Source: an optimization exercise on an open RTL-to-GDS flow (aim: small area). Production flows keep margins and buffers that such runs may drop. The RTL was checked by simulation tests, not by an equivalence proof against the original design. Power and IR drop assume default switching activity. The clock port is modelled as an ideal driver; clocking choices that lean on that would not hold on a real chip.

// decode_regfile
module decode_regfile
#(
    parameter int DATA_W = DEF_DATA_W,
    parameter int NREGS  = DEF_NREGS
) (
    input  logic              clock,
    input  logic              reset_n,
    input  logic [ADDR_W-1:0] rs_addr,
    input  logic [ADDR_W-1:0] rt_addr,
    input  logic              rs_used,
    input  logic              rt_used,
    input  logic              issue_valid,
    input  logic              issue_rwe,
    input  logic [ADDR_W-1:0] issue_d,
    output logic [DATA_W-1:0] rsval,
    output logic [DATA_W-1:0] rtval,
    output logic              stall,
    input  logic              wb_rwe,
    input  logic [ADDR_W-1:0] wb_d,
    input  logic [DATA_W-1:0] wb_rdval,
    output logic              sb_err
);
Size in the first run: roughly 2700 cells after synthesis, about 130 I/O pins.
clock: 8.0 ns
lec_check: 0
cap_margin: 10
core_margin: 2
core_utilization: 55
place_density: 0.7
slew_margin: 10
synth_hierarchical: 1
synth_minimum_keep_size: 0
standard.sh (not shown) runs the stock make flow with config.mk's settings and CLKGATE_MAP_FILE= SYNTH_SCRIPT=/design/flow/synth_recipe.tcl, a recipe that flattens the netlist after the stock synthesis.
==> flow/flow/run.sh <==
#!/bin/bash
# The standard layout (standard.sh: the ORFS flow, standard synthesis) with two
# arguments of ORFS's own steps changed:
#  - the port buffers that buffer_ports inserts are sky130_fd_sc_hd__buf_1 cells
#    (every input and output port still gets its own buffer);
#  - clock tree synthesis builds the tree from clkbuf_16 cells, in clusters of
#    up to 24 flip-flops, and adds no dummy load cells.
# ORFS writes each step's full log under orfs/logs/; the make output goes to
# run.log in the folder this script runs in.
set -euo pipefail
export BUFFER_PORTS_ARGS="-buffer_cell sky130_fd_sc_hd__buf_1"
export CTS_ARGS="-sink_clustering_enable -repair_clock_nets -dont_use_dummy_load -buf_list sky130_fd_sc_hd__clkbuf_16 -sink_clustering_size 24 -sink_clustering_max_diameter 100"
bash standard.sh > run.log 2>&1
The starting point finished clean.
Rerun with:
CORE_UTILIZATION = 40   (was 55)
PLACE_DENSITY = unset   (was 0.7)
After rerunning:
- utilization shrinks by 16 points
- global-route usage shrinks by 11 points
- clock skew drops by 16 ps
- hold slack gains 14 ps
- clock power came out higher by about 1%
- worst setup slack gains 270 ps
- register-to-register slack gains 120 ps
- cell count goes up by 10%
- sequential share of layout area decreases by 0.74 points
- synthesized cell count is unchanged
- die area rose by 37%
Rerun with:
--- a/flow/flow/run.sh
+++ b/flow/flow/run.sh
@@ -6,3 +6,3 @@
 #  - clock tree synthesis builds the tree from clkbuf_16 cells, in clusters of
-#    up to 24 flip-flops, and adds no dummy load cells.
+#    up to 27 flip-flops, and adds no dummy load cells.
 # ORFS writes each step's full log under orfs/logs/; the make output goes to
@@ -11,3 +11,3 @@
 export BUFFER_PORTS_ARGS="-buffer_cell sky130_fd_sc_hd__buf_1"
-export CTS_ARGS="-sink_clustering_enable -repair_clock_nets -dont_use_dummy_load -buf_list sky130_fd_sc_hd__clkbuf_16 -sink_clustering_size 24 -sink_clustering_max_diameter 100"
+export CTS_ARGS="-sink_clustering_enable -repair_clock_nets -dont_use_dummy_load -buf_list sky130_fd_sc_hd__clkbuf_16 -sink_clustering_size 27 -sink_clustering_max_diameter 100"
 bash standard.sh > run.log 2>&1
CAP_MARGIN = 5   (was 10)
SLEW_MARGIN = 5   (was 10)
- The changed run finished clean
- global-route usage fell by 0.12 points
- total power fell by 1.0%
- core utilization barely changes
- setup slack improves by 22 ps
- critical path depth is unchanged
- cell count is unchanged
Rerun with:
CAP_MARGIN = 10   (was 5)
SLEW_MARGIN = 10   (was 5)
Outcome:
- utilization does not change
- power hardly moves
- sequential share of layout area does not change
- area after synthesis is unchanged
- final cell count barely changes
- wire length stays flat
- sequential cell count stays the same
- cell area is unchanged
- global-route usage stays the same
- non-clock buffer count does not change

========
Setup of the previous run:
Another version of the RTL of decode_regfile (not shown whole).
For scale: about 3700 cells after synthesis, about 130 I/O pins, about 44000 µm² of cells after synthesis.
==> flow/design.v (excerpt) <==
module decode_regfile
#(
    parameter int DATA_W = DEF_DATA_W,
    parameter int NREGS  = DEF_NREGS
) (
    input  logic              clock,
    input  logic              reset_n,
    input  logic [ADDR_W-1:0] rs_addr,
    input  logic [ADDR_W-1:0] rt_addr,
    input  logic              rs_used,
    input  logic              rt_used,
    input  logic              issue_valid,
    input  logic              issue_rwe,
    input  logic [ADDR_W-1:0] issue_d,
    output logic [DATA_W-1:0] rsval,
    output logic [DATA_W-1:0] rtval,
    output logic              stall,
    input  logic              wb_rwe,
    input  logic [ADDR_W-1:0] wb_d,
    input  logic [DATA_W-1:0] wb_rdval,
    output logic              sb_err
);
clock: 8.0 ns
lec_check: 0
cap_margin: 5
core_margin: 2
core_utilization: 40
slew_margin: 5
synth_hierarchical: 1
synth_minimum_keep_size: 0
==> flow/flow/run.sh <==
#!/bin/bash
# The standard layout (standard.sh: the ORFS flow, standard synthesis) with two
# arguments of ORFS's own steps changed:
#  - the port buffers that buffer_ports inserts are sky130_fd_sc_hd__buf_1 cells
#    (every input and output port still gets its own buffer);
#  - clock tree synthesis builds the tree from clkbuf_16 cells, in clusters of
#    up to 24 flip-flops, and adds no dummy load cells.
# ORFS writes each step's full log under orfs/logs/; the make output goes to
# run.log in the folder this script runs in.
set -euo pipefail
export BUFFER_PORTS_ARGS="-buffer_cell sky130_fd_sc_hd__buf_1"
export CTS_ARGS="-sink_clustering_enable -repair_clock_nets -dont_use_dummy_load -buf_list sky130_fd_sc_hd__clkbuf_16 -sink_clustering_size 24 -sink_clustering_max_diameter 100"
bash standard.sh > run.log 2>&1
#### Input delta (the current run over the previous run)
-- flow/flow/run.sh --
<<< the previous run, line 7
#    up to 24 flip-flops, and adds no dummy load cells.
>>> the current run, line 7
#    up to 27 flip-flops, and adds no dummy load cells.
<<< the previous run, line 12
export CTS_ARGS="-sink_clustering_enable -repair_clock_nets -dont_use_dummy_load -buf_list sky130_fd_sc_hd__clkbuf_16 -sink_clustering_size 24 -sink_clustering_max_diameter 100"
>>> the current run, line 12
export CTS_ARGS="-sink_clustering_enable -repair_clock_nets -dont_use_dummy_load -buf_list sky130_fd_sc_hd__clkbuf_16 -sink_clustering_size 27 -sink_clustering_max_diameter 100"
- sky130_fd_sc_hd__nand4_1 as the critical path's slowest cell was reported by the current run, and sky130_fd_sc_hd__or3_1 by the previous run.
- In the metrics for the current run and the previous run, the one carrying the lower layout overhead on the synthesized area is the current run.
- The end point of the critical path comes out rsval[26] in one run and rtval[15] in the other, namely in the previous run and the current run respectively.
- | shortest clock period the worst path allows after layout | higher: the previous run |
- [compare] base=the previous run new=the current run: post-route worst setup slack rose 0.012 ns, number of antenna repair diodes lost 4, clock-pin transition on the worst setup and hold timing paths ~0 delta, leakage dissipation went down about 0.32%.
- The current run: logic depth of the worst setup path including buffers is 1 lower than what the previous run reported.
- Worst hold slack of the current run is on par with the previous run.
- In the metrics for the current run and the previous run, the one carrying the lower power per standard cell area is the current run.
- The current run vs the previous run: iteration-0 DRC count of the detailed router down in the current run
- Count of non-CTS inverters in the layout: the previous run vs the current run identical

========
The RTL this note starts from:
==> flow/design.v <==
package decode_regfile_pkg;
    localparam int ADDR_W = 5;
    localparam logic [ADDR_W-1:0] REG_ZERO = 5'd0;
    localparam int DEF_DATA_W = 32;
    localparam int DEF_NREGS  = 32;
    localparam int DEF_CNT_W  = 2;
endpackage
import decode_regfile_pkg::*;
module reg_scoreboard
#(
    parameter int NREGS = DEF_NREGS
) (
    input  logic             clk_i,
    input  logic             rst_n_i,
    input  logic [NREGS-1:0] inc_oh_i,    
    input  logic [NREGS-1:0] dec_oh_i,    
    input  logic             err_set_i,   
    output logic [NREGS-1:0] busy_o,      
    output logic [NREGS-1:0] zero_o,      
    output logic [NREGS-1:0] full_o,      
    output logic             sb_err_o
);
    logic [1:0] cnt_q [NREGS];
    logic       sb_err_q;
    always_comb begin
        busy_o[0] = 1'b0;
        zero_o[0] = 1'b1;
        full_o[0] = 1'b0;
        for (int i = 1; i < NREGS; i++) begin
            zero_o[i] = (cnt_q[i] == 2'd0);
            full_o[i] = (cnt_q[i] == 2'd3);
            busy_o[i] = dec_oh_i[i] ? (cnt_q[i] != 2'd1) : !zero_o[i];
        end
    end
    logic [NREGS-1:0] en;
    always_comb begin
        en[0] = 1'b0;
        for (int i = 1; i < NREGS; i++) begin
            en[i] = dec_oh_i[i] ? (!inc_oh_i[i] && !zero_o[i]) : inc_oh_i[i];
        end
    end
    always_ff @(posedge clk_i or negedge rst_n_i) begin
        if (!rst_n_i) begin
            for (int i = 1; i < NREGS; i++) begin
                cnt_q[i] <= 2'd0;
            end
            sb_err_q <= 1'b0;
        end else begin
            for (int i = 1; i < NREGS; i++) begin
                cnt_q[i][0] <= cnt_q[i][0] ^ en[i];
                cnt_q[i][1] <= cnt_q[i][1] ^ (en[i] && (cnt_q[i][0] ^ dec_oh_i[i]));
            end
            if (err_set_i) begin
                sb_err_q <= 1'b1;
            end
        end
    end
    assign sb_err_o = sb_err_q;
endmodule
import decode_regfile_pkg::*;
module decode_regfile
#(
    parameter int DATA_W = DEF_DATA_W,
    parameter int NREGS  = DEF_NREGS
) (
    input  logic              clock,
    input  logic              reset_n,
    input  logic [ADDR_W-1:0] rs_addr,
    input  logic [ADDR_W-1:0] rt_addr,
    input  logic              rs_used,
    input  logic              rt_used,
    input  logic              issue_valid,
    input  logic              issue_rwe,
    input  logic [ADDR_W-1:0] issue_d,
    output logic [DATA_W-1:0] rsval,
    output logic [DATA_W-1:0] rtval,
    output logic              stall,
    input  logic              wb_rwe,
    input  logic [ADDR_W-1:0] wb_d,
    input  logic [DATA_W-1:0] wb_rdval,
    output logic              sb_err
);
    logic [DATA_W-1:0] regs_q [NREGS];
    logic [NREGS-1:0]  valid_q;
    logic [NREGS-1:0]  wb_oh;      
    logic [NREGS-1:0]  rs_oh;      
    logic [NREGS-1:0]  rt_oh;
    logic [NREGS-1:0]  is_oh;      
    logic [NREGS-1:0]  inc_oh;
    logic [NREGS-1:0]  rd_ok;      
    logic [NREGS-1:0]  rs_sel;     
    logic [NREGS-1:0]  rt_sel;
    logic [NREGS-1:0]  busy;
    logic [NREGS-1:0]  zero;
    logic [NREGS-1:0]  full;
    logic              rs_hit;
    logic              rt_hit;
    logic              rs_busy;
    logic              rt_busy;
    logic              dst_sat;
    logic              issue_fire;
    always_comb begin
        for (int i = 0; i < NREGS; i++) begin
            wb_oh[i] = (i != 0) && wb_rwe && (wb_d == ADDR_W'(i));
            rs_oh[i] = (i != 0) && (rs_addr == ADDR_W'(i));
            rt_oh[i] = (i != 0) && (rt_addr == ADDR_W'(i));
            is_oh[i] = (i != 0) && (issue_d == ADDR_W'(i));
        end
    end
    always_ff @(posedge clock) begin
        for (int i = 1; i < NREGS; i++) begin
            if (wb_oh[i]) begin
                regs_q[i] <= wb_rdval;
            end
        end
    end
    always_ff @(posedge clock or negedge reset_n) begin
        if (!reset_n) begin
            valid_q <= '0;
        end else begin
            valid_q <= valid_q | wb_oh;
        end
    end
    assign rs_hit = wb_rwe && (wb_d != REG_ZERO) && (wb_d == rs_addr);
    assign rt_hit = wb_rwe && (wb_d != REG_ZERO) && (wb_d == rt_addr);
    assign rd_ok  = valid_q & ~wb_oh;
    assign rs_sel = rs_oh & rd_ok;
    assign rt_sel = rt_oh & rd_ok;
    logic [DATA_W-1:0] rd_data [NREGS];
    always_comb begin
        rd_data[0] = wb_rdval;
        for (int i = 1; i < NREGS; i++) begin
            rd_data[i] = regs_q[i];
        end
    end
    for (genvar b = 0; b < DATA_W; b++) begin : g_bit
        logic [NREGS-1:0] col;
        for (genvar i = 0; i < NREGS; i++) begin : g_col
            assign col[i] = rd_data[i][b];
        end
        rf_read_bit #(.NREGS(NREGS)) u_rs (.sel_i({rs_sel[NREGS-1:1], rs_hit}), .data_i(col), .data_o(rsval[b]));
        rf_read_bit #(.NREGS(NREGS)) u_rt (.sel_i({rt_sel[NREGS-1:1], rt_hit}), .data_i(col), .data_o(rtval[b]));
    end
    assign rs_busy = |(rs_oh & busy);
    assign rt_busy = |(rt_oh & busy);
    assign dst_sat = issue_rwe && |(is_oh & full);
    assign stall = issue_valid && ((rs_used && rs_busy) || (rt_used && rt_busy) || dst_sat);
    assign issue_fire = issue_valid && !stall && issue_rwe;
    assign inc_oh = is_oh & {NREGS{issue_fire}};
    reg_scoreboard #(
        .NREGS (NREGS)
    ) u_scoreboard (
        .clk_i     (clock),
        .rst_n_i   (reset_n),
        .inc_oh_i  (inc_oh),
        .dec_oh_i  (wb_oh),
        .err_set_i (|(wb_oh & zero)),
        .busy_o    (busy),
        .zero_o    (zero),
        .full_o    (full),
        .sb_err_o  (sb_err)
    );
endmodule
module rf_read_bit
#(
    parameter int NREGS = DEF_NREGS
) (
    input  logic [NREGS-1:0] sel_i,
    input  logic [NREGS-1:0] data_i,
    output logic             data_o
);
    localparam int NG3 = NREGS / 3;
    localparam int NG2 = (NREGS % 3) / 2;
    localparam int NG  = NG3 + NG2 + (NREGS % 3) % 2;
    logic [NG-1:0] g_n;
    for (genvar g = 0; g < NG3; g++) begin : g_grp3
        rf_aoi222 u_aoi (.a1(sel_i[3*g]), .a2(data_i[3*g]), .b1(sel_i[3*g+1]), .b2(data_i[3*g+1]),
                         .c1(sel_i[3*g+2]), .c2(data_i[3*g+2]), .y(g_n[g]));
    end
    if (NG2 == 1) begin : g_grp2
        rf_aoi22 u_aoi (.a1(sel_i[3*NG3]), .a2(data_i[3*NG3]), .b1(sel_i[3*NG3+1]),
                        .b2(data_i[3*NG3+1]), .y(g_n[NG3]));
    end else if (NREGS % 3 == 1) begin : g_grp1
        assign g_n[NG3] = !(sel_i[NREGS-1] && data_i[NREGS-1]);
    end
    assign data_o = !(&g_n);
endmodule
module rf_aoi222 (
    input  logic a1, a2, b1, b2, c1, c2,
    output logic y
);
    assign y = !((a1 && a2) || (b1 && b2) || (c1 && c2));
endmodule
module rf_aoi22 (
    input  logic a1, a2, b1, b2,
    output logic y
);
    assign y = !((a1 && a2) || (b1 && b2));
endmodule
export LEC_CHECK = 0
export CAP_MARGIN = 10
export CORE_MARGIN = 2
export CORE_UTILIZATION = 40
export SLEW_MARGIN = 10
export SYNTH_HIERARCHICAL = 1
export SYNTH_MINIMUM_KEEP_SIZE = 0
create_clock -name core_clock -period 8.0 [get_ports {clock}]
==> flow/flow/run.sh <==
#!/bin/bash
# The standard layout (standard.sh: the ORFS flow, standard synthesis) with two
# arguments of ORFS's own steps changed:
#  - the port buffers that buffer_ports inserts are sky130_fd_sc_hd__buf_1 cells
#    (every input and output port still gets its own buffer);
#  - clock tree synthesis builds the tree from clkbuf_16 cells in sinks clusters of
#    up to 30 flip-flops, and adds no dummy load cells.
# ORFS writes each step's full log under orfs/logs/; the make output goes to
# run.log in the folder this script runs in.
set -euo pipefail
export BUFFER_PORTS_ARGS="-buffer_cell sky130_fd_sc_hd__buf_1"
export CTS_ARGS="-sink_clustering_enable -repair_clock_nets -dont_use_dummy_load -buf_list sky130_fd_sc_hd__clkbuf_16 -sink_clustering_size 30 -sink_clustering_max_diameter 120"
bash standard.sh > run.log 2>&1
Edit:
==> flow/run.sh (new file) <==
#!/bin/bash
# synth_recipe.tcl (not shown) runs the flow's synth.tcl, then flattens the netlist and writes it again
# the make line also repeats each setting of config.mk as NAME=value (left out here)
make -C /OpenROAD-flow-scripts/flow DESIGN_CONFIG=/design/flow/config.mk WORK_HOME=/design/flow/orfs CLKGATE_MAP_FILE= SYNTH_SCRIPT=/design/flow/synth_recipe.tcl finish
CTS_BUF_LIST = sky130_fd_sc_hd__clkbuf_4 sky130_fd_sc_hd__clkbuf_8   (was unset)
removed: flow/flow/run.sh
removed: flow/standard.sh
Global-route usage climbs by 0.21 points. Total power climbs by 20%. Routed wire length climbs by 0.52%. Fmax drops by 5.4%. Area after synthesis stays the same. Register-to-register slack got worse by 0.28 ns.

afterwards: timing with drivers on the ports:
How much do the figures lean on ideal ports? The routed layouts below were timed once more, with nothing changed but the port constraints. Step 1, drivers: a clkbuf_16 drives clock and a buf_2 each remaining input, both assumed. Step 2 also shifts input and output timing later by t, the mid clock arrival at the registers, as if the neighbouring blocks saw the same clock. a / b / c = ideal ports / drivers / drivers and shift; a / b = the first two.
| run | shift t [ns] | setup WS [ns] | hold WS [ns] | clock arrival spread, ns |
|---|---|---|---|---|
| the first run of note 1 | 0.702 | 0.917 / 0.882 / 0.882 | 0.467 / 0.467 / 0.467 | 0.080 / 0.081 |
| the second run of note 1 | 0.722 | 1.190 / 1.141 / 1.141 | 0.482 / 0.482 / 0.482 | 0.056 / 0.055 |
| the third run of note 1 | 0.704 | 1.212 / 1.164 / 1.164 | 0.473 / 0.473 / 0.473 | 0.073 / 0.073 |
| the fourth run of note 1 | 0.705 | 1.214 / 1.166 / 1.166 | 0.475 / 0.475 / 0.475 | 0.076 / 0.076 |
| the previous run | 0.736 | 0.724 / 0.704 / 0.704 | 0.466 / 0.466 / 0.466 | 0.044 / 0.045 |
| the current run | 0.722 | 0.736 / 0.712 / 0.712 | 0.469 / 0.469 / 0.469 | 0.026 / 0.027 |
| the first run of note 3 | 0.696 | 0.898 / 0.879 / 0.879 | 0.467 / 0.467 / 0.467 | 0.100 / 0.101 |
| the second run of note 3 | 0.925 | 0.494 / 0.468 / 0.468 | 0.462 / 0.462 / 0.462 | 0.055 / 0.055 |
After both steps setup and hold are still met in every run listed. For the second run of note 1, which loses most, drivers alone change the setup slack by -0.049 ns; drivers and shift together by -0.049 ns.
